Context: an optimization exercise on an open-source flow, tuned for small area, a short achievable clock period and few clock cycles per item. The choices shown serve that exercise and are no tape-out recipe.
Only simulation tests tie the RTL to the original design; equivalence was not proved.
Power and IR drop assume default switching activity.

File: design/flow/config.mk
export PLATFORM = sky130hd
export DESIGN_NAME = rpn_stack_calculator_top
export DESIGN_NICKNAME = rpn_stack_calculator_top
export VERILOG_FILES = /design/flow/design.v
export SDC_FILE = /design/flow/constraint.sdc
export NUM_CORES = 4
export LEC_CHECK = 0
export CAP_MARGIN = 35
export CORE_MARGIN = 2
export CORE_UTILIZATION = 40
export SETUP_SLACK_MARGIN = 5
export SLEW_MARGIN = 35
File: design/flow/constraint.sdc
create_clock -name core_clock -period 10.0 [get_ports {i_clk}]
set_input_delay 2.0000 -clock core_clock [delete_from_list [all_inputs] [get_ports {i_clk}]]
set_output_delay 2.0000 -clock core_clock [all_outputs]
set_load 0.01 [all_outputs]
File: design/flow/run.sh
#!/bin/bash
# synth_recipe.tcl (not shown) runs the flow's synth.tcl, then flattens the netlist and writes it again
# the make line also repeats each setting of config.mk as NAME=value (left out here)
make -C /OpenROAD-flow-scripts/flow DESIGN_CONFIG=/design/flow/config.mk WORK_HOME=/design/flow/orfs CLKGATE_MAP_FILE= SYNTH_SCRIPT=/design/flow/synth_recipe.tcl finish
File: design/flow/design.v
package rsc_pkg;
    localparam int STACK_DEPTH_DEF = 16;
endpackage
module rsc_add #(
    parameter int N = 32
) (
    input  logic [N-1:0] a,
    input  logic [N-1:0] b,
    input  logic         ci,
    output logic [N-1:0] s,
    output logic         co
);
    localparam int L = $clog2(N + 1);
    logic [N:0] g, p, gg, pp;
    always_comb begin
        g = {a & b, ci};
        p = {a ^ b, 1'b0};
        gg = g;
        pp = p;
        for (int l = 0; l < L; l++) begin
            for (int i = 0; i <= N; i++) begin
                if (((i >> l) & 1) == 1) begin
                    gg[i] = gg[i] | (pp[i] & gg[((i >> l) << l) - 1]);
                    pp[i] = pp[i] & pp[((i >> l) << l) - 1];
                end
            end
        end
    end
    assign s  = p[N:1] ^ gg[N-1:0];
    assign co = gg[N];
endmodule
module rpn_stack_calculator_top #(
    parameter int STACK_DEPTH = rsc_pkg::STACK_DEPTH_DEF
) (
    input  logic        i_clk,
    input  logic        i_rst_n,
    input  logic        i_in_valid,
    output logic        o_in_ready,
    input  logic [2:0]  i_req_type,
    input  logic [31:0] i_operand_value,
    output logic        o_out_valid,
    input  logic        i_out_ready,
    output logic [31:0] o_result_value,
    output logic [31:0] o_top_value,
    output logic [4:0]  o_stack_depth,
    output logic [2:0]  o_status
);
    localparam int MB = 8;           
    localparam int NI = 32 / MB;     
    localparam int W  = 32 + MB;     
    localparam logic [2:0] U_IDLE = 3'd0, U_MIT = 3'd1, U_MF1 = 3'd2, U_DIT = 3'd3, U_FIN = 3'd4;
    logic [31:0] r_t, r_s;
    logic [31:0] r_mem [14];
    logic [4:0]  r_d;
    logic        q_v, s_v;
    logic [2:0]  q_t, s_t;
    logic [31:0] q_op;
    logic        r_ov, r_ir;
    logic [2:0]  r_st;
    logic        r_rf;
    logic [2:0]  r_u;
    logic [31:0] r_a, r_b, r_cs, r_cc;
    logic        r_cin, r_sgn, r_sa, r_sat;
    logic [15:0] r_pc;
    logic [4:0]  r_ic;
    logic [1:0]  r_nb;
    logic busy, take, out_free, exec, q_free;
    assign busy     = (r_u != U_IDLE);
    assign take     = i_in_valid & r_ir;
    assign out_free = ~r_ov | i_out_ready;
    assign exec     = q_v & ~busy & out_free;
    assign q_free   = ~q_v | exec;
    logic full, few, is_push, is_bin, is_add, is_sub, is_mul, is_div, is_pow;
    assign full    = r_d[4];
    assign few     = (r_d[4:1] == 4'd0);
    assign is_push = (q_t == 3'd0);
    assign is_add  = (q_t == 3'd1);
    assign is_sub  = (q_t == 3'd2);
    assign is_mul  = (q_t == 3'd3);
    assign is_div  = (q_t == 3'd4);
    assign is_pow  = (q_t == 3'd5);
    assign is_bin  = is_add | is_sub | is_mul | is_div | is_pow;
    logic [32:0] as;
    logic        as_co, as_sat, t_zero, s_zero, pow_triv;
    logic [31:0] as_q, dz_q, pt_q;
    rsc_add #(33) u_as (.a({r_s[31], r_s}), .b({r_t[31], r_t} ^ {33{q_t[1]}}), .ci(q_t[1]), .s(as), .co(as_co));
    assign as_sat  = as[32] ^ as[31];
    assign as_q    = as_sat ? {as[32], {31{~as[32]}}} : as[31:0];
    assign t_zero  = (r_t == 32'd0);
    assign s_zero  = (r_s == 32'd0);
    assign dz_q    = s_zero ? 32'd0 : {r_s[31], {31{~r_s[31]}}};
    assign pow_triv = ($signed(r_t) <= $signed(32'h0001_0000));
    assign pt_q    = t_zero ? 32'h0001_0000 : r_s;
    function automatic logic [1:0] nbyte(input logic [31:0] x);
        nbyte = (x[31:24] != 8'd0) ? 2'd3 : (x[23:16] != 8'd0) ? 2'd2 : (x[15:8] != 8'd0) ? 2'd1 : 2'd0;
    endfunction
    logic [31:0] abs_s, abs_t;
    logic [1:0]  nb_s, nb_t;
    logic        m_swap;
    assign nb_s   = nbyte(abs_s);
    assign nb_t   = nbyte(abs_t);
    assign m_swap = (nb_s < nb_t);
    assign abs_s = r_s[31] ? 32'(-r_s) : r_s;
    assign abs_t = r_t[31] ? 32'(-r_t) : r_t;
    logic        div_esat;
    assign div_esat = (r_ic == 5'd0) && (r_a[31:16] == 16'd0) && (r_cs[15:0] >= r_a[15:0]);
    logic [15:0] pow_n1;
    assign pow_n1 = r_t[31:16] + {15'd0, |r_t[15:0]} - 16'd1;
    logic [31:0] rd3;
    always_comb begin
        rd3 = '0;
        for (int i = 0; i < 14; i++) begin
            rd3 = rd3 | (r_mem[i] & {32{r_d == 5'(i + 3)}});
        end
    end
    logic push_ok, bin_ok, multi, single, res_ok;
    logic [31:0] t_new;
    logic [2:0]  st_new;
    assign push_ok = is_push & ~full;
    assign bin_ok  = is_bin & ~few;
    assign multi   = bin_ok & (is_mul | (is_div & ~t_zero) | (is_pow & ~pow_triv));
    assign single  = ~multi;
    assign res_ok  = push_ok | bin_ok;
    always_comb begin
        t_new  = r_t;
        st_new = 3'd0;
        if (is_push) begin
            if (full) st_new = 3'd2;
            else      t_new  = q_op;
        end else if (is_bin) begin
            if (few) begin
                st_new = 3'd1;
            end else if (is_add | is_sub) begin
                t_new  = as_q;
                st_new = as_sat ? 3'd4 : 3'd0;
            end else if (is_div) begin
                t_new  = dz_q;
                st_new = 3'd3;
            end else begin
                t_new  = pt_q;
            end
        end
    end
    logic [W-1:0] pp [MB];
    logic [W-1:0] m_s, m_c;
    logic [MB:0]  m_lo;
    always_comb begin
        for (int k = 0; k < MB; k++) pp[k] = r_b[k] ? (W'(r_a) << k) : '0;
    end
    function automatic logic [2*W-1:0] csa(input logic [W-1:0] x, input logic [W-1:0] y, input logic [W-1:0] z);
        logic [W-1:0] s, c;
        s = x ^ y ^ z;
        c = ((x & y) | (x & z) | (y & z)) << 1;
        csa = {s, c};
    endfunction
    generate
        if (MB == 8) begin : g_m8
            logic [W-1:0] a0, a1, b0, b1, c0, c1, d0, d1, e0, e1, f0, f1, g0, g1, h0, h1;
            always_comb begin
                {a0, a1} = csa(W'(r_cs), W'(r_cc), pp[0]);
                {b0, b1} = csa(pp[1], pp[2], pp[3]);
                {c0, c1} = csa(pp[4], pp[5], pp[6]);
                {d0, d1} = csa(a0, a1, b0);
                {e0, e1} = csa(b1, c0, c1);
                {f0, f1} = csa(d0, d1, e0);
                {g0, g1} = csa(f0, f1, e1);
                {h0, h1} = csa(g0, g1, pp[7]);
                m_s = h0;
                m_c = h1;
            end
        end else begin : g_m4
            logic [W-1:0] a0, a1, b0, b1, c0, c1, d0, d1;
            always_comb begin
                {a0, a1} = csa(W'(r_cs), W'(r_cc), pp[0]);
                {b0, b1} = csa(pp[1], pp[2], pp[3]);
                {c0, c1} = csa(a0, a1, b0);
                {d0, d1} = csa(c0, c1, b1);
                m_s = d0;
                m_c = d1;
            end
        end
    endgenerate
    assign m_lo = {1'b0, m_s[MB-1:0]} + {1'b0, m_c[MB-1:0]} + {{MB{1'b0}}, r_cin};
    logic [31:0] h;
    logic        h_co, m_sat;
    logic [31:0] m_mag;
    rsc_add #(32) u_h (.a(r_cs), .b(r_cc), .ci(r_cin), .s(h), .co(h_co));
    logic [47:0] m48;
    always_comb begin
        case (r_nb)
            2'd3:    m48 = {h, r_b[31:16]};
            2'd2:    m48 = {8'd0, h, r_b[31:24]};
            2'd1:    m48 = {16'd0, h};
            default: m48 = {24'd0, h[31:8]};
        endcase
    end
    assign m_sat = r_sgn ? ((m48[47:32] != 16'd0) || (m48[31] && (m48[30:0] != 31'd0)))
                         : (m48[47:31] != 17'd0);
    assign m_mag = m_sat ? {r_sgn, {31{~r_sgn}}} : m48[31:0];
    logic [1:0] nb_m;
    assign nb_m = m_sat ? 2'd3 : nbyte(m48[31:0]);
    logic [31:0] m_q;
    assign m_q   = m_sat ? {r_sgn, {31{~r_sgn}}} : (r_sgn ? 32'(-m48[31:0]) : m48[31:0]);
    logic [32:0] x1;
    logic [33:0] x2;
    logic [33:0] sub1;
    logic [35:0] suba, subb, cs_u, cs_v;
    logic        co1, coa, cob;
    logic        ge1, ge2;
    logic [31:0] r2;
    assign x1 = {r_cs, r_b[31]};
    assign x2 = {r_cs, r_b[31], r_b[30]};
    rsc_add #(34) u_d1 (.a({1'b0, x1}), .b(~{2'b0, r_a}), .ci(1'b1), .s(sub1), .co(co1));
    rsc_add #(36) u_da (.a({2'b0, x2}), .b(~{4'b0, r_a}), .ci(1'b1), .s(suba), .co(coa));
    always_comb begin
        logic [35:0] o0, o1, o2;
        o0 = {2'b0, x2};
        o1 = ~{3'b0, r_a, 1'b0};
        o2 = ~{4'b0, r_a};
        cs_u = o0 ^ o1 ^ o2;
        cs_v = {((o0[34:0] & o1[34:0]) | (o0[34:0] & o2[34:0]) | (o1[34:0] & o2[34:0])), 1'b1};
    end
    rsc_add #(36) u_db (.a(cs_u), .b(cs_v), .ci(1'b1), .s(subb), .co(cob));
    logic [31:0] xs, sk_d;
    logic        sk_co, skip8;
    assign xs = {r_cs[23:0], r_b[31:24]};
    rsc_add #(32) u_dk (.a(xs), .b(~r_a), .ci(1'b1), .s(sk_d), .co(sk_co));
    assign skip8 = (r_cs[31:24] == 8'd0) & ~sk_co & (r_ic <= 5'd12);
    assign ge1 = ~sub1[33];
    assign ge2 = ge1 ? ~subb[35] : ~suba[35];
    always_comb begin
        case ({ge1, ge2})
            2'b11:   r2 = subb[31:0];
            2'b10:   r2 = {sub1[30:0], r_b[30]};
            2'b01:   r2 = suba[31:0];
            default: r2 = x2[31:0];
        endcase
    end
    logic        f_sat;
    logic [31:0] f_q;
    assign f_sat = r_sgn ? (r_b[31] & (|r_b[30:0])) : r_b[31];
    assign f_q   = f_sat ? {r_sgn, {31{~r_sgn}}} : (r_sgn ? 32'(-r_b) : r_b);
    logic fin;
    assign fin = (r_u == U_FIN);
    logic q_v_nx, s_v_nx, busy_nx;
    assign q_v_nx  = q_free ? (s_v | take) : 1'b1;
    assign s_v_nx  = ~q_free & (s_v | take);
    assign busy_nx = (exec & multi) | (busy & ~fin & ~((r_u == U_MF1) & (r_pc == 16'd1)));
    always_ff @(posedge i_clk) begin
        if (!i_rst_n) begin
            r_d  <= '0;
            r_t  <= '0;
            r_ov <= 1'b0;
            r_ir <= 1'b1;
            q_v  <= 1'b0;
            s_v  <= 1'b0;
            r_u  <= U_IDLE;
        end else begin
            if (q_free) begin
                if (s_v) begin
                    q_v  <= 1'b1;
                    q_t  <= s_t;
                    q_op <= r_a;
                    s_v  <= 1'b0;
                end else if (take) begin
                    q_v  <= 1'b1;
                    q_t  <= i_req_type;
                    q_op <= i_operand_value;
                end else begin
                    q_v  <= 1'b0;
                end
            end else if (take) begin
                s_v <= 1'b1;
                s_t <= i_req_type;
                r_a <= i_operand_value;
            end
            r_ir <= ~s_v_nx & ~(busy_nx & q_v_nx);
            if (r_ov && i_out_ready) r_ov <= 1'b0;
            if (exec && single) begin
                r_ov <= 1'b1;
                r_st <= st_new;
                r_rf <= res_ok;
                r_t  <= t_new;
            end
            if (exec) begin
                if (push_ok) begin
                    r_s <= r_t;
                    r_d <= r_d + 5'd1;
                end
                if (bin_ok) begin
                    r_s <= rd3;
                    r_d <= r_d - 5'd1;
                end
                if (multi) begin
                    r_cs  <= '0;
                    r_cc  <= '0;
                    r_cin <= 1'b0;
                    r_sat <= 1'b0;
                    r_ic  <= '0;
                    r_sa  <= r_s[31];
                    if (is_div) begin
                        r_a   <= abs_t;
                        r_cs  <= {16'd0, abs_s[31:16]};
                        r_b   <= {abs_s[15:0], 16'd0};
                        r_sgn <= r_s[31] ^ r_t[31];
                        r_u   <= U_DIT;
                    end else begin
                        r_a   <= (~is_pow & m_swap) ? abs_t : abs_s;
                        r_b   <= (is_pow | m_swap) ? abs_s : abs_t;
                        r_nb  <= (is_pow | m_swap) ? nb_s : nb_t;
                        r_sgn <= is_pow ? 1'b0 : (r_s[31] ^ r_t[31]);
                        r_pc  <= is_pow ? pow_n1 : 16'd1;
                        r_u   <= U_MIT;
                    end
                end
            end
            case (r_u)
                U_MIT: begin
                    r_cs  <= 32'(m_s >> MB);
                    r_cc  <= 32'(m_c >> MB);
                    r_cin <= m_lo[MB];
                    r_b   <= {m_lo[MB-1:0], r_b[31:MB]};
                    r_ic  <= r_ic + 4'd1;
                    if (r_ic[1:0] == r_nb) r_u <= U_MF1;
                end
                U_MF1: begin
                    r_b   <= m_mag;
                    r_nb  <= nb_m;
                    r_sat <= r_sat | m_sat;
                    r_cs  <= '0;
                    r_cc  <= '0;
                    r_cin <= 1'b0;
                    r_ic  <= '0;
                    if (r_pc == 16'd1) begin
                        r_t  <= m_q;
                        r_rf <= 1'b1;
                        r_st <= (r_sat | m_sat) ? 3'd4 : 3'd0;
                        r_ov <= 1'b1;
                        r_u  <= U_IDLE;
                    end else begin
                        r_pc  <= r_pc - 16'd1;
                        r_sgn <= r_sgn ^ r_sa;
                        r_u   <= U_MIT;
                    end
                end
                U_DIT: begin
                    if (div_esat) begin
                        r_b <= 32'hFFFF_FFFF;
                        r_u <= U_FIN;
                    end else if (skip8) begin
                        r_cs <= xs;
                        r_b  <= {r_b[23:0], 8'd0};
                        r_ic <= r_ic + 5'd4;
                        if (r_ic == 5'd12) r_u <= U_FIN;
                    end else begin
                        r_cs <= r2;
                        r_b  <= {r_b[29:0], ge1, ge2};
                        r_ic <= r_ic + 5'd1;
                        if (r_ic == 5'd15) r_u <= U_FIN;
                    end
                end
                U_FIN: begin
                    r_t   <= f_q;
                    r_rf  <= 1'b1;
                    r_st  <= (r_sat | f_sat) ? 3'd4 : 3'd0;
                    r_ov  <= 1'b1;
                    r_u   <= U_IDLE;
                end
                default: ;
            endcase
        end
    end
    always_ff @(posedge i_clk) begin
        for (int i = 0; i < 14; i++) begin
            if (exec && push_ok && r_d == 5'(i + 2)) r_mem[i] <= r_s;
        end
    end
    assign o_in_ready     = r_ir;
    assign o_out_valid    = r_ov;
    assign o_result_value = r_rf ? r_t : 32'd0;
    assign o_top_value    = r_t;
    assign o_stack_depth  = r_d;
    assign o_status       = r_st;
endmodule
==> metrics.md, run 1 <==
| Metric | Value |
|---|---|
| Post-route DRC | `0` |
| Max-Cap Viols | `0` |
| Post-Syn Area | `56100 sq um` |
| Setup CP Type | `reg -> reg` |
| Top-count cell post-synth | `edfxtp_1` |
| Final Setup Violations | `0` |
| DR WL met3 | `29.9 mm` |
| Die Y | `379 microns` |
| Pins Over Slew Limit | `0` |
| Endpoint type of the worst setup path | `flip-flop` |
| Clk pin slew, worst setup/hold paths | `0.06 ns` |
| Mapped Nets | `6206` |
| Seq/Total Area, Yosys | `37.8%` |
| Ys flop type | `edfxtp_1` |
| Initial antenna violation count | `13` |
| R2r setup slk | `4.92 ns` |
| #FFs+latches synth | `721` |
| Worst Setup Start Kind | `flip-flop` |
| Die area | `143000 sq um` |
| P_leak | `24.8 nW` |
| Synthesized instance count | `5618` |
| Synthesized area per cell | `9.99 sq um` |
| Worst hold path type | `reg -> reg` |
| Gr ovfl total | `0` |
| Final Core Density | `47.2%` |
| Setup TNS Final | `0 ns` |
| Power Total | `0.0237 W` |
| Initial Util | `40.3%` |
| RSZ-0062 raised after global routing | `true` |
| Status | `no timing/DRC/antenna violations` |
| Hold Path End | `q_t[2]$_DFFE_PP_` |
| Number of synthesized flops with an enable pin | `677` |
| Sw Share | `49.9%` |
| Initial DRC count | `7471` |
| Worst-Margin Slew | `1.02 ns` |
| Vias in the first global route | `46900` |
| Count of input and output buffers | `112` |
| First-pass GRT wire length | `349 mm` |
| Met2 WL post-DR | `105 mm` |
| Clock group share of total power | `14.0%` |
| CP arrival | `5.73 ns` |
| Place WS | `3.57 ns` |
| Crit share post-route | `50.8%` |
| HPWL reported at the end of detailed placement | `174 mm` |
| Cell depth of the worst min-delay path | `1` |
| Post-DR vias/cell | `6.44` |
| Worst relative slew slack | `31.9%` |
| Die width | `379 microns` |
| Critical R2R Capture | `r_t[29]$_SDFF_PN0_` |
| Worst Clk Skew | `0.0272 ns` |
| Flop pwr share | `17.2%` |
| Tmin final | `5.08 ns` |
| Post-DRT Antenna Nets | `0` |
| Core box area | `139000 sq um` |
| Drt total wl | `248 mm` |
| Clock root cell | `clkbuf_16` |
| Worst R2R Path Depth | `14` |
| Max clock buf depth | `3` |
| Design Area, Final | `65800 sq um` |
| FMAX | `197 MHz` |
| Synth area leader | `edfxtp_1` |
| Pwr Density | `361 nW/um^2` |
| HP Start | `s_t[2]$_DFFE_PP_` |
| CTS Sinks | `721` |
| FP Rows | `137` |
| Share of cells above drive strength 1 | `14.8%` |
| Ys Warns | `7` |
| Worst EP required | `10.65 ns` |
| Async SR Flop Fraction | `0%` |
| M1 WL | `97.1 mm` |
| Area growth syn-to-layout | `17.2%` |
| Max layer used | `met5` |
| Largest net degree at the start of global routing | `77` |
| Most frequent cells after synthesis | `677 x edfxtp_1, 378 x nand2_1, 366 x inv_1` |
| Routed len/inst | `31.8 microns` |
| CTS Hold Buffers Added | `0` |
| Placed Area | `59900 sq um` |
| Fin. Hold Viols | `0` |
| Cell-internal power | `0.0119 W` |
| Worst Slack Setup Final | `4.92 ns` |
| Reg2reg start | `r_t[6]$_SDFF_PN0_` |
| I/O pin count | `113` |
| H-tree depth | `3` |
| Gate power share | `68.8%` |
| Ranking of synthesized cells by area | `edfxtp_1 36%, fa_1 11%, ha_1 5.6%` |
| Overall Global Routing Usage | `33.9%` |
| Yosys top cell area share | `36.2%` |
| Clock latency at the later pin of the worst-skew pair | `0.72 ns` |
| Worst Path Max Fanout | `25` |
| Yosys cell types | `108` |
| Detailed Routing Iterations Pass 1 | `8` |
| Peak supply drop | `0.358 mV` |
| Nets | `6430` |
| Via Count | `50100` |
| CTS Buf Count | `85` |
| NetSw | `0.0118 W` |
| CTS tree | `built` |
| Routability cong. | `1.04` |
[metal layers]
metal,vias to the layer above,global-route usage (%)
li1,21100,-
met1,24800,46.0
met2,3530,50.2
met3,712,7.78
met4,10,17.7
met5,-,0
[placed cells by master, fill, tap and decap left out, types with 19 or more instances in the layout]
cell type / Yosys / layout
nand2b_1: 40 / 37
nor3_2: 2 / 20
nand4_1: 36 / 36
a31oi_1: 78 / 72
mux2_2: 50 / 50
a22o_1: 52 / 52
a221oi_1: 76 / 69
o21ai_1: 69 / 79
nor2b_1: 41 / 38
nor4_1: 35 / 25
a211oi_1: 63 / 51
o21a_1: 32 / 29
o211ai_1: 71 / 71
nor3_1: 115 / 94
mux2i_1: 113 / 112
a21o_1: 77 / 76
xnor2_1: 122 / 116
and2_1: 292 / 291
o22ai_1: 31 / 31
xor2_1: 153 / 141
o221ai_1: 19 / 19
buf_4: 3 / 354
ha_1: 249 / 236
o31ai_1: 42 / 36
clkbuf_16: 0 / 89
dfxtp_1: 44 / 27
nor2_1: 339 / 315
fa_1: 300 / 297
edfxtp_1: 677 / 677
inv_1: 366 / 349
clkdlybuf4s50_1: 0 / 111
and3_1: 45 / 41
nand3_1: 125 / 122
a21oi_1: 337 / 315
nand2_1: 378 / 376
a22oi_1: 160 / 160
o21ai_0: 252 / 226
or3_1: 39 / 36
[how the worst max path moves through the flow]
| stage | cells past startpoint | end | slack (ns) | start |
|---|---|---|---|---|
| after floorplan | 5 | r_mem[1][0]$_DFFE_PP_ | 4.26 | i_out_ready |
| after CTS | 11 | r_t[12]$_SDFF_PN0_ | 4.99 | r_t[5]$_SDFF_PN0_ |
| after global routing | 21 | r_t[8]$_SDFF_PN0_ | 4.78 | q_t[1]$_DFFE_PP_ |
| after detailed placement | 18 | r_b[0]$_DFFE_PP_ | 3.57 | r_cs[8]$_DFFE_PP_ |
| final | 14 | r_t[29]$_SDFF_PN0_ | 4.92 | r_t[6]$_SDFF_PN0_ |
| after global placement | 17 | r_t[0]$_SDFF_PN0_ | 3.24 | r_cs[8]$_DFFE_PP_ |
[timing repair]
item / in CTS / in global routing
pin swaps: 24 / 70
buffers inserted: 109 / 91
endpoints found under the setup margin: 134 / 140
resized for setup: 123 / 156
gates cloned: 2 / 5
[worst max-delay path, stage by stage, from the launching register on]
cell and delay (ns):
dfxtp_2 0.46, or4_4 0.62, or4_4 0.59, nor3_2 0.42, nor2_1 0.30, nor2_1 0.48
o21ai_2 0.07, buf_4 0.26, a21oi_1 0.32, buf_4 0.22, o221ai_1 0.34, nor4_2 0.39
o31ai_2 0.19, nand2_1 0.19, a31o_1 0.12
[cells by family after synthesis]
| family | Yosys count | share of synthesized area (%) |
|---|---|---|
| and+or+nand+nor | 1582 | 14.3 |
| AOI/OAI and AO/OA | 1580 | 19.0 |
| buffers and inverters | 739 | 5.14 |
| DFF | 721 | 37.8 |
| adders and majority gates | 554 | 16.3 |
| xor gates and xnor gates | 275 | 4.29 |
| muxes | 167 | 3.14 |
[stage by stage]
| step | std cells | hold WS, ns |
|---|---|---|
| 3_3_place_gp | 7419 | 0.552 |
| 3_5_place_dp | 7423 | 0.553 |
| 2_1_floorplan | 5618 | 0.523 |
| 6_report | 7788 | 0.571 |
| 4_1_cts | 7689 | 0.561 |
| 5_1_grt | 7787 | 0.568 |
[area by class of cell]
class	count	area, sq um
tap	1876	2350
clock buffer	103	2220
inverter	369	1440
antenna	2	5.00
timing repair buffer	505	4420
sequential	721	21200
clock inverter	52	716
fill	13000	73600
multi-input combinational	4160	33400
[state kept, by name (all words and copies together) (netlist names), 2 cells and up]
name,flops
s_t,3
r_pc,16
q_op,32
r_t,32
r_nb,2
r_mem,448
r_b,32
r_cs,32
r_st,3
r_a,32
q_t,3
r_s,32
r_u,3
r_ic,5
r_d,5
r_cc,32
[power by group through the flow]
stage                     Sequential (W)  Clock, W  Combinational (W)
after floorplan                  0.00400         0            0.00966
after global placement           0.00433         0             0.0147
after detailed placement         0.00432         0             0.0148
after CTS                        0.00406   0.00334             0.0155
after global routing             0.00406   0.00346             0.0176
final                            0.00407   0.00333             0.0163
Testbench counts, summed over its fixed seeds: cycles 12,876, items 4,000.
==> run 2, diff against run 1 <==
--- a/design/flow/design.v
+++ b/design/flow/design.v
@@ -84,7 +84,15 @@
     logic        as_co, as_sat, t_zero, s_zero, pow_triv;
     logic [31:0] as_q, dz_q, pt_q;
-    rsc_add #(33) u_as (.a({r_s[31], r_s}), .b({r_t[31], r_t} ^ {33{q_t[1]}}), .ci(q_t[1]), .s(as), .co(as_co));
-    assign as_sat  = as[32] ^ as[31];
-    assign as_q    = as_sat ? {as[32], {31{~as[32]}}} : as[31:0];
+    logic [32:0] ad, sb;
+    logic        ad_co, sb_co, ad_sat, sb_sat;
+    logic [31:0] ad_q, sb_q;
+    rsc_add #(33) u_ad (.a({r_s[31], r_s}), .b({r_t[31], r_t}), .ci(1'b0), .s(ad), .co(ad_co));
+    rsc_add #(33) u_sb (.a({r_s[31], r_s}), .b(~{r_t[31], r_t}), .ci(1'b1), .s(sb), .co(sb_co));
+    assign ad_sat = ad[32] ^ ad[31];
+    assign sb_sat = sb[32] ^ sb[31];
+    assign ad_q   = ad_sat ? {ad[32], {31{~ad[32]}}} : ad[31:0];
+    assign sb_q   = sb_sat ? {sb[32], {31{~sb[32]}}} : sb[31:0];
+    assign as_sat = q_t[1] ? sb_sat : ad_sat;
+    assign as_q   = q_t[1] ? sb_q : ad_q;
     assign t_zero  = (r_t == 32'd0);
     assign s_zero  = (r_s == 32'd0);
@@ -250,5 +258,4 @@
         if (!i_rst_n) begin
             r_d  <= '0;
-            r_t  <= '0;
             r_ov <= 1'b0;
             r_ir <= 1'b1;
@@ -281,5 +288,4 @@
                 r_st <= st_new;
                 r_rf <= res_ok;
-                r_t  <= t_new;
             end
             if (exec) begin
@@ -333,5 +339,4 @@
                     r_ic  <= '0;
                     if (r_pc == 16'd1) begin
-                        r_t  <= m_q;
                         r_rf <= 1'b1;
                         r_st <= (r_sat | m_sat) ? 3'd4 : 3'd0;
@@ -361,5 +366,4 @@
                 end
                 U_FIN: begin
-                    r_t   <= f_q;
                     r_rf  <= 1'b1;
                     r_st  <= (r_sat | f_sat) ? 3'd4 : 3'd0;
@@ -371,4 +375,18 @@
         end
     end
+    logic t_op, t_ad, t_sb, t_dz, t_pt, t_m, t_f, t_h;
+    assign t_op = exec & push_ok;
+    assign t_ad = exec & bin_ok & is_add;
+    assign t_sb = exec & bin_ok & is_sub;
+    assign t_dz = exec & bin_ok & is_div & t_zero;
+    assign t_pt = exec & bin_ok & is_pow & pow_triv;
+    assign t_m  = (r_u == U_MF1) & (r_pc == 16'd1);
+    assign t_f  = fin;
+    assign t_h  = ~(t_op | t_ad | t_sb | t_dz | t_pt | t_m | t_f);
+    always_ff @(posedge i_clk) begin
+        r_t <= {32{i_rst_n}} & (({32{t_op}} & q_op) | ({32{t_ad}} & ad_q) | ({32{t_sb}} & sb_q)
+                              | ({32{t_dz}} & dz_q) | ({32{t_pt}} & pt_q) | ({32{t_m}} & m_q)
+                              | ({32{t_f}} & f_q) | ({32{t_h}} & r_t));
+    end
     always_ff @(posedge i_clk) begin
         for (int i = 0; i < 14; i++) begin
==> run 2 against run 1 <==
  * Die area down 0.24%
  * Via count is 0.32% lower
  * Non-clock buffer count increased by 78
  * Combinational power fell by about 80%
  * Largest power group is now sequential cells
  * Cell area increased by 1.9%
  * Critical path type unchanged
  * Wire length down 1.5%
  * Count of clock-buffer cells in the layout shrank 3
  * Sequential power fell by 17%
  * Synthesized cell count down 0.11%
  * Flip-flop and latch count is the same
==> metrics.md, run 2 <==
| Metric | Value |
|---|---|
| Status | `no timing/DRC/antenna violations (unchanged)` |
| Largest register FFs | `448 (unchanged)` |
| Most common cell after layout, fill and taps aside | `edfxtp_1 (unchanged)` |
| Synthesized area per cell | `9.97 sq um (was 9.99 sq um)` |
| Clock latency at the later pin of the worst-skew pair | `0.71 ns (was 0.72 ns)` |
| Most frequent cells after synthesis | `677 x edfxtp_1, 409 x inv_1, 366 x nand2_1, 366 x nor2_1, 356 x o21ai_0 (was 677 x edfxtp_1, 378 x nand2_1, 366 x inv_1)` |
| Routability cong. | `1.02 (was 1.04)` |
| Initial antenna violation count | `8 (was 13)` |
| Flop pwr share | `35.1% (was 17.2%)` |
| CP arrival | `5.61 ns (was 5.73 ns)` |
| Fin. Hold Viols | `0 (unchanged)` |
| Met3 usage | `6.89% (was 7.78%)` |
| Most frequent cells in the layout | `677 x edfxtp_1, 398 x buf_4, 373 x inv_1 (was 677 x edfxtp_1, 376 x nand2_1, 354 x buf_4)` |
| Max clock buf depth | `3 (unchanged)` |
| Yosys top cell area share | `36.3% (was 36.2%)` |
| #FFs+latches synth | `721 (unchanged)` |
| Worst R2R Path Depth | `16 (was 14)` |
| HPWL reported at the end of detailed placement | `166 mm (was 174 mm)` |
| Peak supply drop | `0.128 mV (was 0.358 mV)` |
| Synthesized instance count | `5612 (was 5618)` |
| Die area | `143000 sq um (about the same)` |
| Gate power share | `32.9% (was 68.8%)` |
| Nets | `6567 (was 6430)` |
| Dpl cells | `7425 (was 7423)` |
| Synth area leader | `edfxtp_1 (unchanged)` |
| Critical R2R Capture | `r_b[0]$_DFFE_PP_ (was r_t[29]$_SDFF_PN0_)` |
| Gr ovfl total | `0 (unchanged)` |
| FP Rows | `137 (unchanged)` |
| Initial Util | `40.2% (was 40.3%)` |
| Hold Path End | `r_t[8]$_DFF_P_ (was q_t[2]$_DFFE_PP_)` |
| Top-count cell post-synth | `edfxtp_1 (unchanged)` |
| Number of synthesized flops with an enable pin | `677 (unchanged)` |
| Drt total wl | `244 mm (was 248 mm)` |
| Setup TNS Final | `0 ns (unchanged)` |
| Ys flop type | `edfxtp_1 (unchanged)` |
| Post-Syn Area | `56000 sq um (was 56100 sq um)` |
| Power Total | `0.00966 W (was 0.0237 W)` |
| Worst Clk Skew | `0.0466 ns (was 0.0272 ns)` |
| Final Core Density | `48.1% (was 47.2%)` |
| Area growth syn-to-layout | `19.7% (was 17.2%)` |
| Via Count | `50000 (was 50100)` |
| Worst EP required | `10.41 ns (was 10.65 ns)` |
| Clk pin slew, worst setup/hold paths | `0.07 ns (was 0.06 ns)` |
| Yosys cell types | `96 (was 108)` |
| Detailed Routing Iterations Pass 1 | `6 (was 8)` |
| First-pass GRT wire length | `344 mm (was 349 mm)` |
| Placed Area | `59800 sq um (was 59900 sq um)` |
| Routed len/inst | `31.0 microns (was 31.8 microns)` |
| Seq/Total Area, Yosys | `37.9% (was 37.8%)` |
| Pwr Density | `144 nW/um^2 (was 361 nW/um^2)` |
| Die width | `378 microns (was 379 microns)` |
| Overall Global Routing Usage | `33.1% (was 33.9%)` |
| Die Y | `378 microns (was 379 microns)` |
| Mapped Nets | `6238 (was 6206)` |
| FMAX | `192 MHz (was 197 MHz)` |
| Setup CP Type | `reg -> reg (unchanged)` |
| CTS Sinks | `721 (unchanged)` |
| Busiest grt layer | `met2 (unchanged)` |
| M2 GR Usage | `52.3% (was 50.2%)` |
| Post-route DRC | `0 (unchanged)` |
| Endpoint type of the worst setup path | `flip-flop (unchanged)` |
| Largest net degree at the start of global routing | `58 (was 77)` |
| Post-DRT Antenna Nets | `0 (unchanged)` |
| Share of cells above drive strength 1 | `17.4% (was 14.8%)` |
| Pins Over Slew Limit | `0 (unchanged)` |
| Worst-Margin Slew | `0.989 ns (was 1.02 ns)` |
| Initial DRC count | `6095 (was 7471)` |
| Worst hold path type | `reg -> reg (unchanged)` |
| RSZ-0062 raised after global routing | `true (unchanged)` |
| Clock root cell | `clkbuf_16 (unchanged)` |
| Count of input and output buffers | `112 (unchanged)` |
| Cell-internal power | `0.00636 W (was 0.0119 W)` |
| Max-Cap Viols | `0 (unchanged)` |
| Worst Path Max Fanout | `14 (was 25)` |
| Worst Setup Start Kind | `flip-flop (unchanged)` |
| CTS tree | `built (unchanged)` |
| Biggest register | `r_mem (unchanged)` |
| Tmin final | `5.20 ns (was 5.08 ns)` |
| Ys Warns | `7 (unchanged)` |
| Met1 usage | `42.6% (was 46.0%)` |
| Post-DR vias/cell | `6.34 (was 6.44)` |
| CTS Buf Count | `80 (was 85)` |
| Multi-input gate area | `33700 sq um (was 33400 sq um)` |
| Fillers | `13000 (about the same)` |
| Crit share post-route | `52.0% (was 50.8%)` |
| I/O pin count | `113 (unchanged)` |
| Worst relative slew slack | `33.9% (was 31.9%)` |
| Clock group share of total power | `32.0% (was 14.0%)` |
| Ranking of synthesized cells by area | `edfxtp_1 36%, fa_1 11%, ha_1 6.3% (was edfxtp_1 36%, fa_1 11%, ha_1 5.6%)` |
| P_leak | `25.6 nW (was 24.8 nW)` |
| H-tree depth | `3 (unchanged)` |
| HP Start | `r_t[8]$_DFF_P_ (was s_t[2]$_DFFE_PP_)` |
| Seq. cell area | `21300 sq um (was 21200 sq um)` |
| Post-layout instance count excluding filler cells | `7885 (was 7788)` |
| Design Area, Final | `67000 sq um (was 65800 sq um)` |
| Core box area | `139000 sq um (about the same)` |
| R2r setup slk | `4.80 ns (was 4.92 ns)` |
| NetSw | `0.00331 W (was 0.0118 W)` |
| Sw Share | `34.2% (was 49.9%)` |
| Final Setup Violations | `0 (unchanged)` |
| Reg2reg start | `r_s[1]$_DFFE_PP_ (was r_t[6]$_SDFF_PN0_)` |
| Vias in the first global route | `47500 (was 46900)` |
| Cell depth of the worst min-delay path | `2 (was 1)` |
| Async SR Flop Fraction | `0% (unchanged)` |
-- run 2: cell types whose count changed in the layout (fill, tap and decap cells not counted), moves of 22 or more --
| cell | previous run | this run |
|---|---|---|
| o211ai_1 | 71 | 49 |
| inv_1 | 349 | 373 |
| o21ai_0 | 226 | 313 |
| a211oi_1 | 51 | 28 |
| o21ai_1 | 79 | 27 |
| xnor2_1 | 116 | 177 |
| xor2_1 | 141 | 89 |
| buf_4 | 354 | 398 |
| and2_1 | 291 | 233 |
| a22oi_1 | 160 | 191 |
| a22o_1 | 52 | 24 |
-- run 2: power groups by stage --
stage | clock, W | combinational (W) | sequential, W
finish | 0.00310 | 0.00318 | 0.00339
global route | 0.00322 | 0.00343 | 0.00339
CTS | 0.00311 | 0.00295 | 0.00340
detailed placement | 0 | 0.00279 | 0.00349
global placement | 0 | 0.00276 | 0.00349
floorplan | 0 | 0.00182 | 0.00344
-- run 2: timing repair --
item | in CTS | in global routing
gates resized for setup | 208 | 253
gates cloned | 7 | 9
setup endpoints to repair | 202 | 160
pin swaps | 36 | 125
setup buffers | 168 | 126
hold buffers | 0 | 0
-- run 2: kinds of logic after synthesis --
group                      after synthesis  synth area share [%]
AOI/OAI and AO/OA                     1544                  18.2
and+or+nand+nor                       1539                  13.6
buffers and inverters                  757                  5.14
DFF                                    721                  37.9
adders and majority gates              588                  17.2
xor gates and xnor gates               286                  4.48
muxes                                  177                  3.40
-- run 2: per-layer routing --
metal / routed length, microns / vias to the layer above
met2: 109000 / 3172
li1: - / 21100
met3: 24700 / 805
met4: 16800 / 6
met5: 35 / -
met1: 93300 / 24900
-- run 2: how the worst max path moves through the flow --
stage / from / end / slack (ns)
3_3_place_gp: r_s[1]$_DFFE_PP_ / r_t[29]$_DFF_P_ / 2.78
5_1_grt: r_s[1]$_DFFE_PP_ / r_t[16]$_DFF_P_ / 4.76
4_1_cts: r_s[24]$_DFFE_PP_ / r_b[0]$_DFFE_PP_ / 4.90
2_1_floorplan: i_out_ready / r_mem[9][0]$_DFFE_PP_ / 4.59
3_5_place_dp: r_s[0]$_DFFE_PP_ / r_b[0]$_DFFE_PP_ / 3.41
6_report: r_s[1]$_DFFE_PP_ / r_b[0]$_DFFE_PP_ / 4.80
-- run 2: cell type report --
cell class                 instances  share of cell area (%)
multi-input combinational       4136                    50.4
sequential                       721                    31.8
timing repair buffer             583                    7.82
tap                             1876                    3.50
clock buffer                     100                    3.13
inverter                         419                    2.52
clock inverter                    46                   0.867
antenna                            4                  0.0149
-- run 2: worst max-delay path: stages, from the launching register on --
cell,delay [ns]
edfxtp_1,0.51
inv_1,0.17
ha_1,0.29
nor3b_4,0.40
nand3_1,0.26
nand2_1,0.15
xor2_1,0.54
nand4_1,0.25
nor4_2,0.56
o221ai_1,0.30
a21oi_4,0.25
or2_4,0.21
buf_12,0.18
mux2i_2,0.29
o21ai_0,0.15
a221oi_1,0.23
o21ai_0,0.15
-- run 2: per-stage QoR --
stage / setup WS (ns) / hold WS (ns)
floorplan: 4.59 / 0.523
global placement: 2.78 / 0.516
detailed placement: 3.41 / 0.527
CTS: 4.90 / 0.536
global route: 4.76 / 0.547
finish: 4.80 / 0.537
Testbench counts of run 2, summed over its fixed seeds: cycles 12,876, items 4,000.
==> run 3, diff against run 2 <==
--- a/design/flow/design.v
+++ b/design/flow/design.v
@@ -64,5 +64,4 @@
     logic [15:0] r_pc;
     logic [4:0]  r_ic;
-    logic [1:0]  r_nb;
     logic busy, take, out_free, exec, q_free;
     assign busy     = (r_u != U_IDLE);
@@ -100,13 +99,5 @@
     assign pow_triv = ($signed(r_t) <= $signed(32'h0001_0000));
     assign pt_q    = t_zero ? 32'h0001_0000 : r_s;
-    function automatic logic [1:0] nbyte(input logic [31:0] x);
-        nbyte = (x[31:24] != 8'd0) ? 2'd3 : (x[23:16] != 8'd0) ? 2'd2 : (x[15:8] != 8'd0) ? 2'd1 : 2'd0;
-    endfunction
     logic [31:0] abs_s, abs_t;
-    logic [1:0]  nb_s, nb_t;
-    logic        m_swap;
-    assign nb_s   = nbyte(abs_s);
-    assign nb_t   = nbyte(abs_t);
-    assign m_swap = (nb_s < nb_t);
     assign abs_s = r_s[31] ? 32'(-r_s) : r_s;
     assign abs_t = r_t[31] ? 32'(-r_t) : r_t;
@@ -194,20 +185,12 @@
     logic [31:0] m_mag;
     rsc_add #(32) u_h (.a(r_cs), .b(r_cc), .ci(r_cin), .s(h), .co(h_co));
-    logic [47:0] m48;
-    always_comb begin
-        case (r_nb)
-            2'd3:    m48 = {h, r_b[31:16]};
-            2'd2:    m48 = {8'd0, h, r_b[31:24]};
-            2'd1:    m48 = {16'd0, h};
-            default: m48 = {24'd0, h[31:8]};
-        endcase
-    end
-    assign m_sat = r_sgn ? ((m48[47:32] != 16'd0) || (m48[31] && (m48[30:0] != 31'd0)))
-                         : (m48[47:31] != 17'd0);
-    assign m_mag = m_sat ? {r_sgn, {31{~r_sgn}}} : m48[31:0];
-    logic [1:0] nb_m;
-    assign nb_m = m_sat ? 2'd3 : nbyte(m48[31:0]);
+    assign m_sat = r_sgn ? ((h[31:16] != 16'd0) || (h[15] && ({h[14:0], r_b[31:16]} != 31'd0)))
+                         : (h[31:15] != 17'd0);
+    assign m_mag = m_sat ? {r_sgn, {31{~r_sgn}}} : {h[15:0], r_b[31:16]};
+    logic [15:0] m_nlo, m_nhi;
     logic [31:0] m_q;
-    assign m_q   = m_sat ? {r_sgn, {31{~r_sgn}}} : (r_sgn ? 32'(-m48[31:0]) : m48[31:0]);
+    assign m_nlo = 16'(-r_b[31:16]);
+    assign m_nhi = ~h[15:0] + {15'd0, (r_b[31:16] == 16'd0)};
+    assign m_q   = m_sat ? {r_sgn, {31{~r_sgn}}} : (r_sgn ? {m_nhi, m_nlo} : {h[15:0], r_b[31:16]});
     logic [32:0] x1;
     logic [33:0] x2;
@@ -312,7 +295,6 @@
                         r_u   <= U_DIT;
                     end else begin
-                        r_a   <= (~is_pow & m_swap) ? abs_t : abs_s;
-                        r_b   <= (is_pow | m_swap) ? abs_s : abs_t;
-                        r_nb  <= (is_pow | m_swap) ? nb_s : nb_t;
+                        r_a   <= abs_s;
+                        r_b   <= is_pow ? abs_s : abs_t;
                         r_sgn <= is_pow ? 1'b0 : (r_s[31] ^ r_t[31]);
                         r_pc  <= is_pow ? pow_n1 : 16'd1;
@@ -328,9 +310,8 @@
                     r_b   <= {m_lo[MB-1:0], r_b[31:MB]};
                     r_ic  <= r_ic + 4'd1;
-                    if (r_ic[1:0] == r_nb) r_u <= U_MF1;
+                    if (r_ic == 4'(NI - 1)) r_u <= U_MF1;
                 end
                 U_MF1: begin
                     r_b   <= m_mag;
-                    r_nb  <= nb_m;
                     r_sat <= r_sat | m_sat;
                     r_cs  <= '0;
==> run 3 against run 2 <==
  * Still clean on timing, DRC and antenna
  * Count of clock-buffer cells in the layout decreased by 7
  * Synthesized cell count down 2.2%
  * Total power shrank 5.5%
  * Core utilization is 2.0 points lower
  * Critical path depth down 1
  * Worst hold slack better by 0.014 ns
  * Critical path type unchanged
  * Critical endpoint is now r_cs[26]$_DFFE_PP_
  * Largest power group unchanged
==> metrics.md, run 3 <==
| Metric | Value |
|---|---|
| Worst Setup Start Kind | `flip-flop (unchanged)` |
| Yosys cell types | `101 (was 96)` |
| Die width | `373 microns (was 378 microns)` |
| Synthesized instance count | `5488 (was 5612)` |
| Worst EP required | `10.40 ns (was 10.41 ns)` |
| FMAX | `203 MHz (was 192 MHz)` |
| Ranking of synthesized cells by area | `edfxtp_1 37%, fa_1 11%, ha_1 6.5% (was edfxtp_1 36%, fa_1 11%, ha_1 6.3%)` |
| Drt total wl | `217 mm (was 244 mm)` |
| Post-route DRC | `0 (unchanged)` |
| Worst-Margin Slew | `1.02 ns (was 0.989 ns)` |
| Tmin final | `4.92 ns (was 5.20 ns)` |
| Yosys top cell area share | `37.2% (was 36.3%)` |
| CTS Sinks | `719 (was 721)` |
| Clock root cell | `clkbuf_16 (unchanged)` |
| Max incr delay on CP | `0.53 ns (was 0.56 ns)` |
| CTS tree | `built (unchanged)` |
| RSZ-0062 raised after global routing | `true (unchanged)` |
| Number of synthesized flops with an enable pin | `675 (was 677)` |
| Vias in the first global route | `45300 (was 47500)` |
| Final Core Density | `46.2% (was 48.1%)` |
| Setup CP Type | `reg -> reg (unchanged)` |
| FP Rows | `135 (was 137)` |
| Multi-input gate area | `31500 sq um (was 33700 sq um)` |
| Max clock buf depth | `3 (unchanged)` |
| First-pass GRT wire length | `312 mm (was 344 mm)` |
| Fin. Hold Viols | `0 (unchanged)` |
| Initial Util | `40.3% (was 40.2%)` |
| Fillers | `12800 (was 13000)` |
| P_leak | `23.3 nW (was 25.6 nW)` |
| Routability cong. | `1.01 (was 1.02)` |
| CP Buf/Inv Count | `4 (was 2)` |
| Seq. cell area | `21200 sq um (was 21300 sq um)` |
| CTS Buf Count | `76 (was 80)` |
| Count of input and output buffers | `112 (unchanged)` |
| Status | `no timing/DRC/antenna violations (unchanged)` |
| Peak supply drop | `0.114 mV (was 0.128 mV)` |
| Most frequent cells in the layout | `675 x edfxtp_1, 454 x nor2_1, 422 x nand2_1 (was 677 x edfxtp_1, 398 x buf_4, 373 x inv_1)` |
| #FFs+latches synth | `719 (was 721)` |
| Worst Clk Skew | `0.0454 ns (was 0.0466 ns)` |
| Share of cells above drive strength 1 | `11.6% (was 17.4%)` |
| Max-Cap Viols | `0 (unchanged)` |
| Ys flop type | `edfxtp_1 (unchanged)` |
| Overall Global Routing Usage | `30.1% (was 33.1%)` |
| Gr ovfl total | `0 (unchanged)` |
| Post-DR vias/cell | `6.33 (was 6.34)` |
| Seq/Total Area, Yosys | `38.8% (was 37.9%)` |
| Slowest CP cell | `a2111oi_1 (was nor4_2)` |
| Top-count cell post-synth | `edfxtp_1 (unchanged)` |
| Largest delay share family, worst path | `compound AO/OA/AOI/OAI gates (was simple AND/OR/NAND/NOR gates)` |
| Routed len/inst | `29.0 microns (was 31.0 microns)` |
| Pins Over Slew Limit | `0 (unchanged)` |
| Worst Path Max Fanout | `42 (was 14)` |
| Post-Syn Area | `54500 sq um (was 56000 sq um)` |
| Largest register FFs | `448 (unchanged)` |
| Synth area leader | `edfxtp_1 (unchanged)` |
| CP cell instances | `buf_4 -> inv_1 -> ha_1 -> a21o_1 -> a21o_1 -> a2111oi_1 -> o31ai_1 -> a21oi_1 -> and3_4 -> buf_8 -> nor2_2 -> buf_4 -> o211ai_1 -> o311a_1 -> o22ai_1 (was inv_1 -> ha_1 -> nor3b_4 -> nand3_1 -> nand2_1 -> xor2_1 -> nand4_1 -> nor4_2 -> o221ai_1 -> a21oi_4 -> or2_4 -> buf_12 -> mux2i_2 -> o21ai_0 -> a221oi_1 -> o21ai_0)` |
| Async SR Flop Fraction | `0% (unchanged)` |
| Crit share post-route | `49.2% (was 52.0%)` |
| Worst relative slew slack | `31.4% (was 33.9%)` |
| Die area | `139000 sq um (was 143000 sq um)` |
| Area growth syn-to-layout | `14.6% (was 19.7%)` |
| Most common cell after layout, fill and taps aside | `edfxtp_1 (unchanged)` |
| H-tree depth | `3 (unchanged)` |
| Clock latency at the later pin of the worst-skew pair | `0.69 ns (was 0.71 ns)` |
| Mapped Nets | `6115 (was 6238)` |
| Initial DRC count | `5644 (was 6095)` |
| Ys Warns | `7 (unchanged)` |
| Power Total | `0.00914 W (was 0.00966 W)` |
| Core box area | `135000 sq um (was 139000 sq um)` |
| Setup TNS Final | `0 ns (unchanged)` |
| HPWL reported at the end of detailed placement | `151 mm (was 166 mm)` |
| Die Y | `373 microns (was 378 microns)` |
| Synthesized area per cell | `9.93 sq um (was 9.97 sq um)` |
| Worst hold path type | `reg -> reg (unchanged)` |
| CP arrival | `5.32 ns (was 5.61 ns)` |
| Fin Hold WS | `0.551 ns (was 0.537 ns)` |
| Via Count | `47300 (was 50000)` |
| I/O pin count | `113 (unchanged)` |
| Post-DRT Antenna Nets | `0 (unchanged)` |
| Clk pin slew, worst setup/hold paths | `0.06 ns (was 0.07 ns)` |
| Final Setup Violations | `0 (unchanged)` |
| Biggest register | `r_mem (unchanged)` |
| Pwr Density | `146 nW/um^2 (was 144 nW/um^2)` |
| Initial antenna violation count | `8 (unchanged)` |
| Detailed Routing Iterations Pass 1 | `9 (was 6)` |
| Nets | `6260 (was 6567)` |
| Most frequent cells after synthesis | `675 x edfxtp_1, 475 x nor2_1, 425 x nand2_1 (was 677 x edfxtp_1, 409 x inv_1, 366 x nand2_1, 366 x nor2_1, 356 x o21ai_0)` |
| Endpoint type of the worst setup path | `flip-flop (unchanged)` |
| Largest net degree at the start of global routing | `116 (was 58)` |
## run 3: report_power, final
part           switching [W]  internal (W)  leakage, nW  total [W]
logic                0.00167       0.00110         15.5    0.00277
clock network        0.00131       0.00166         1.23    0.00297
registers          0.0000880       0.00331         6.54    0.00340
total                0.00306       0.00607         23.3    0.00914
## run 3: stage by stage
stage               worst slack, ns  std cells  cell area [sq um]
floorplan                      4.21       5488              54500
finish                         5.08       7476              62400
CTS                            4.96       7422              61600
detailed placement             3.46       7197              58000
global route                   4.95       7475              62400
global placement               3.11       7192              57900
## run 3: final timing paths
kind | startpoint | end | slack (ns) | depth (start not counted)
min | s_t[0]$_DFFE_PP_ | q_t[0]$_DFFE_PP_ | 0.55 | 1
max reg2reg | r_a[16]$_DFFE_PP_ | r_cs[26]$_DFFE_PP_ | 5.08 | 15
max | r_a[16]$_DFFE_PP_ | r_cs[26]$_DFFE_PP_ | 5.08 | 15
min reg2reg | s_t[0]$_DFFE_PP_ | q_t[0]$_DFFE_PP_ | 0.55 | 1
## run 3: layout make-up
class                      count  share of cell area, %
timing repair buffer         385                   5.37
clock inverter                46                  0.942
antenna                        1                0.00401
inverter                     416                   2.57
clock buffer                  93                   3.15
sequential                   719                   33.9
tap                         1781                   3.57
multi-input combinational   4035                   50.5
## run 3: layer usage
layer | share of wire (%) | vias to the layer above | global-route usage, %
li1 | - | 20400 | -
met3 | 10 | 620 | 6.15
met1 | 39 | 23500 | 39.0
met5 | 0.025 | - | 0
met4 | 5.4 | 8 | 13.7
met2 | 45 | 2793 | 48.5
## run 3: logic make-up (layout without fill, tap and decap cells)
family | Yosys count | count (layout) | share of synthesized area (%)
compound gates | 1500 | 1500 | 18.5
xor+xnor | 240 | 240 | 3.86
fa+ha+maj | 592 | 592 | 17.8
buf+inv | 735 | 940 | 5.22
flops | 719 | 719 | 38.8
mux | 91 | 91 | 1.77
other cells | 0 | 1 | 0
simple gates | 1611 | 1612 | 14.1
## run 3: worst register-to-register path: cells and delay by family (launching register included)
family / cells / cell delay [ns]
AOI/OAI and AO/OA: 8 / 1.97
adders and majority gates: 1 / 0.34
buffers and inverters: 4 / 1.26
DFF: 1 / 0.35
and+or+nand+nor: 2 / 0.76
## run 3: timing repair
item	in CTS	in global routing
hold buffers	0	0
resized for setup	100	88
setup endpoints to repair	209	116
gates cloned	1	0
setup buffers	85	53
pin swaps	11	32
Testbench counts of run 3, summed over its fixed seeds: cycles 13,930, items 4,000.
==> run 4, diff against run 3 <==
--- a/design/flow/config.mk
+++ b/design/flow/config.mk
@@ -6,4 +6,5 @@
 export NUM_CORES = 4
 export LEC_CHECK = 0
+export ABC_AREA = 1
 export CAP_MARGIN = 35
 export CORE_MARGIN = 2
==> run 4 against run 3 <==
  * Worst hold slack got worse by 0.027 ns
  * Area after synthesis increased by 3.5%
  * Via count increased by 7.6%
  * Synthesized cell count increased by 25%
  * Global-route usage increased by 0.82 points
  * Register-to-register slack improved by 0.09 ns
  * Cell area increased by 2.6%
  * Final cell count increased by 19%
  * Total power increased by 140%
  * Core utilization decreased by 0.30 points
  * Count of clock-buffer cells in the layout increased by 10
  * Critical endpoint is now r_t[23]$_DFF_P_
==> metrics.md, run 4 <==
| Metric | Value |
|---|---|
| Status | `no timing/DRC/antenna violations (unchanged)` |
| Worst hold path type | `reg -> reg (unchanged)` |
| Vias in the first global route | `49200 (was 45300)` |
| Largest register FFs | `448 (unchanged)` |
| Endpoint type of the worst setup path | `flip-flop (unchanged)` |
| Peak supply drop | `0.254 mV (was 0.114 mV)` |
| Final Setup Violations | `0 (unchanged)` |
| HPWL reported at the end of detailed placement | `166 mm (was 151 mm)` |
| Initial Util | `40.4% (was 40.3%)` |
| R2r setup slk | `5.17 ns (was 5.08 ns)` |
| CTS Sinks | `719 (unchanged)` |
| P_leak | `28.7 nW (was 23.3 nW)` |
| Pwr Density | `347 nW/um^2 (was 146 nW/um^2)` |
| #FFs+latches synth | `719 (unchanged)` |
| Biggest register | `r_mem (unchanged)` |
| Worst EP required | `10.55 ns (was 10.40 ns)` |
| Most frequent cells in the layout | `1607 x nand2_1, 1105 x inv_1, 675 x edfxtp_1 (was 675 x edfxtp_1, 454 x nor2_1, 422 x nand2_1)` |
| Tmin final | `4.83 ns (was 4.92 ns)` |
| Seq/Total Area, Yosys | `37.5% (was 38.8%)` |
| Synthesized instance count | `6836 (was 5488)` |
| CTS Buf Count | `84 (was 76)` |
| Power Total | `0.0222 W (was 0.00914 W)` |
| Worst-Margin Slew | `1.07 ns (was 1.02 ns)` |
| Multi-input gate area | `30300 sq um (was 31500 sq um)` |
| Critical path launch point | `r_cs[10]$_DFFE_PP_ (was r_a[16]$_DFFE_PP_)` |
| Clock latency at the later pin of the worst-skew pair | `0.71 ns (was 0.69 ns)` |
| CTS tree | `built (unchanged)` |
| Post-Syn Area | `56400 sq um (was 54500 sq um)` |
| Synthesized area per cell | `8.25 sq um (was 9.93 sq um)` |
| Max-Cap Viols | `0 (unchanged)` |
| First-pass GRT wire length | `332 mm (was 312 mm)` |
| Fin Hold WS | `0.524 ns (was 0.551 ns)` |
| Busiest grt layer | `met2 (unchanged)` |
| Post-route DRC | `0 (unchanged)` |
| Setup crit end | `r_t[23]$_DFF_P_ (was r_cs[26]$_DFFE_PP_)` |
| Routed len/inst | `25.5 microns (was 29.0 microns)` |
| Ys Warns | `7 (unchanged)` |
| Top-count cell post-synth | `nand2_1 (was edfxtp_1)` |
| Core box area | `140000 sq um (was 135000 sq um)` |
| Ranking of synthesized cells by area | `edfxtp_1 36%, fa_1 11%, nand2_1 11% (was edfxtp_1 37%, fa_1 11%, ha_1 6.5%)` |
| Nets | `7608 (was 6260)` |
| Mapped Nets | `7463 (was 6115)` |
| Setup TNS Final | `0 ns (unchanged)` |
| Clock root cell | `clkbuf_16 (unchanged)` |
| H-tree depth | `3 (unchanged)` |
| Share of cells above drive strength 1 | `7.71% (was 11.6%)` |
| Slowest CP cell | `edfxtp_1 (was a2111oi_1)` |
| Largest net degree at the start of global routing | `81 (was 116)` |
| Initial antenna violation count | `9 (was 8)` |
| M2 GR Usage | `49.0% (was 48.5%)` |
| Gr ovfl total | `0 (unchanged)` |
| Seq. cell area | `21200 sq um (about the same)` |
| Die Y | `380 microns (was 373 microns)` |
| CP arrival | `5.38 ns (was 5.32 ns)` |
| Worst Setup Start Kind | `flip-flop (unchanged)` |
| Worst R2R Path Depth | `17 (was 15)` |
| Met3 usage | `5.86% (was 6.15%)` |
| Detailed Routing Iterations Pass 1 | `8 (was 9)` |
| Met1 usage | `41.0% (was 39.0%)` |
| Initial DRC count | `6028 (was 5644)` |
| Die area | `144000 sq um (was 139000 sq um)` |
| Async SR Flop Fraction | `0% (unchanged)` |
| RSZ-0062 raised after global routing | `false (was true)` |
| Yosys cell types | `66 (was 101)` |
| Die width | `380 microns (was 373 microns)` |
| Yosys top cell area share | `35.9% (was 37.2%)` |
| Area growth syn-to-layout | `13.5% (was 14.6%)` |
| Overall Global Routing Usage | `30.9% (was 30.1%)` |
| Number of synthesized flops with an enable pin | `675 (unchanged)` |
| HP Start | `s_t[2]$_DFFE_PP_ (was s_t[0]$_DFFE_PP_)` |
| Max clock buf depth | `3 (unchanged)` |
| Most frequent cells after synthesis | `1612 x nand2_1, 1124 x inv_1, 675 x edfxtp_1 (was 675 x edfxtp_1, 475 x nor2_1, 425 x nand2_1)` |
| Pins Over Slew Limit | `0 (unchanged)` |
| I/O pin count | `113 (unchanged)` |
| Critical R2R Capture | `r_t[23]$_DFF_P_ (was r_cs[26]$_DFFE_PP_)` |
| Post-DR vias/cell | `5.70 (was 6.33)` |
| Max incr delay on CP | `0.80 ns (was 0.53 ns)` |
| Via Count | `50900 (was 47300)` |
| Worst Path Max Fanout | `32 (was 42)` |
| CP cell instances | `ha_1 -> nand2_2 -> inv_2 -> nand2_1 -> nand2_1 -> a21oi_2 -> nand2_4 -> fa_1 -> xor2_1 -> nor2_1 -> nand2_1 -> nor2_4 -> nand3_2 -> nand2_8 -> nand2_4 -> o21ai_0 -> a21oi_1 (was buf_4 -> inv_1 -> ha_1 -> a21o_1 -> a21o_1 -> a2111oi_1 -> o31ai_1 -> a21oi_1 -> and3_4 -> buf_8 -> nor2_2 -> buf_4 -> o211ai_1 -> o311a_1 -> o22ai_1)` |
| Worst Clk Skew | `0.0503 ns (was 0.0454 ns)` |
| Crit share post-route | `48.3% (was 49.2%)` |
| FP Rows | `137 (was 135)` |
| Ys flop type | `edfxtp_1 (unchanged)` |
| Most frequent CP cell | `nand2_1` |
| Worst relative slew slack | `27.9% (was 31.4%)` |
| Most common cell after layout, fill and taps aside | `nand2_1 (was edfxtp_1)` |
| Fillers | `13700 (was 12800)` |
| Clk pin slew, worst setup/hold paths | `0.06 ns (about the same)` |
| Count of input and output buffers | `112 (unchanged)` |
| Routability cong. | `0.997 (was 1.01)` |
| Synth area leader | `edfxtp_1 (unchanged)` |
| Post-DRT Antenna Nets | `0 (unchanged)` |
| Setup CP Type | `reg -> reg (unchanged)` |
| FMAX | `207 MHz (was 203 MHz)` |
| Reg2reg start | `r_cs[10]$_DFFE_PP_ (was r_a[16]$_DFFE_PP_)` |
| Drt total wl | `228 mm (was 217 mm)` |
| Fin. Hold Viols | `0 (unchanged)` |
## run 4: power by group
| group | internal [W] | total [W] | leakage, nW | switching (W) |
|---|---|---|---|---|
| combinational | 0.00527 | 0.0146 | 20.7 | 0.00928 |
| sequential | 0.00378 | 0.00438 | 6.56 | 0.000604 |
| clock | 0.00188 | 0.00328 | 1.43 | 0.00140 |
## run 4: through the flow
stage	area, sq um	utilization, %	cells	setup slack [ns]
after global placement	60000	42.9	8665	4.10
after detailed placement	60100	43.0	8667	4.25
after floorplan	56400	-	6836	4.49
after global routing	64100	45.9	8930	4.93
after CTS	63300	45.3	8851	5.01
final	64100	45.9	8932	5.17
## run 4: worst min path at each step
stage	cells past startpoint	endpoint
final	2	q_t[2]$_DFFE_PP_
after global routing	2	q_t[2]$_DFFE_PP_
after global placement	2	r_u[2]$_SDFF_PN0_
after floorplan	2	r_u[2]$_SDFF_PN0_
after detailed placement	2	q_t[2]$_DFFE_PP_
after CTS	2	q_t[2]$_DFFE_PP_
## run 4: worst max-delay path: cells and delay by family (launching register included)
family / cells / cell delay (ns)
buffers and inverters: 1 / 0.03
AND/OR/NAND/NOR: 10 / 1.82
AO/OA/AOI/OAI: 3 / 0.92
adder cells (fa/ha/maj): 2 / 0.85
flip-flops: 1 / 0.80
XOR/XNOR: 1 / 0.22
## run 4: final cells by class
cell class | count | area share [%]
Inverter | 1139 | 6.78
Clock buffer | 103 | 3.55
Timing Repair Buffer | 348 | 4.67
Tap cell | 1876 | 3.66
Sequential cell | 719 | 33.1
Multi-Input combinational cell | 4689 | 47.2
Clock inverter | 55 | 1.02
Antenna cell | 3 | 0.0117
## run 4: cells by family after synthesis
kind of cell    count (synthesis)  synth area share, %
xor+xnor                      176                 2.73
flops                         719                 37.5
simple gates                 2800                 20.8
buf+inv                      1428                 9.64
compound gates               1125                 12.2
fa+ha+maj                     588                 17.1
## run 4: routing by layer
metal / share of wire (%) / vias up
li1: - / 22900
met1: 40 / 24700
met2: 45 / 2725
met3: 9.8 / 586
met4: 5.1 / 12
met5: 0.036 / -
## run 4: what timing repair did
action | 4_1_cts | 5_1_grt
gates resized for setup | 33 | 48
hold buffers | 0 | 0
gates cloned | 0 | 1
setup endpoints to repair | 91 | 126
pin swaps | 1 | 4
setup buffers | 26 | 77

-- re-timing with driven ports --
How much do the figures lean on ideal ports? The routed layouts below were timed once more, with nothing changed but the port constraints.
Step 1 assumes that a clkbuf_16 drives the clock port and a buf_2 every other input.
Step 2 times the ports against the registers' clock, not the clock port: input delays grow and output delays shrink by t, the midpoint of the rising clock arrivals with the driver on.
a / b / c = no drivers / after step 1 / after step 2; a / b = the first two.
| run | t, ns | slack for setup (ns) | latest minus earliest clock arrival (ns) | pins driven straight from the clock port |
|---|---|---|---|---|
| run 1 | 0.803 | 4.921 / 4.921 / 4.281 | 0.028 / 0.028 | 1 |
| run 2 | 0.768 | 4.799 / 4.799 / 4.277 | 0.047 / 0.047 | 1 |
| run 3 | 0.740 | 5.080 / 5.080 / 4.509 | 0.046 / 0.046 | 1 |
| run 4 | 0.770 | 5.167 / 5.167 / 4.655 | 0.051 / 0.050 | 1 |
After both steps every run listed still meets setup and hold. The setup slack of run 1, which loses most, moves by 0.000 ns with the drivers and by -0.640 ns with both steps.
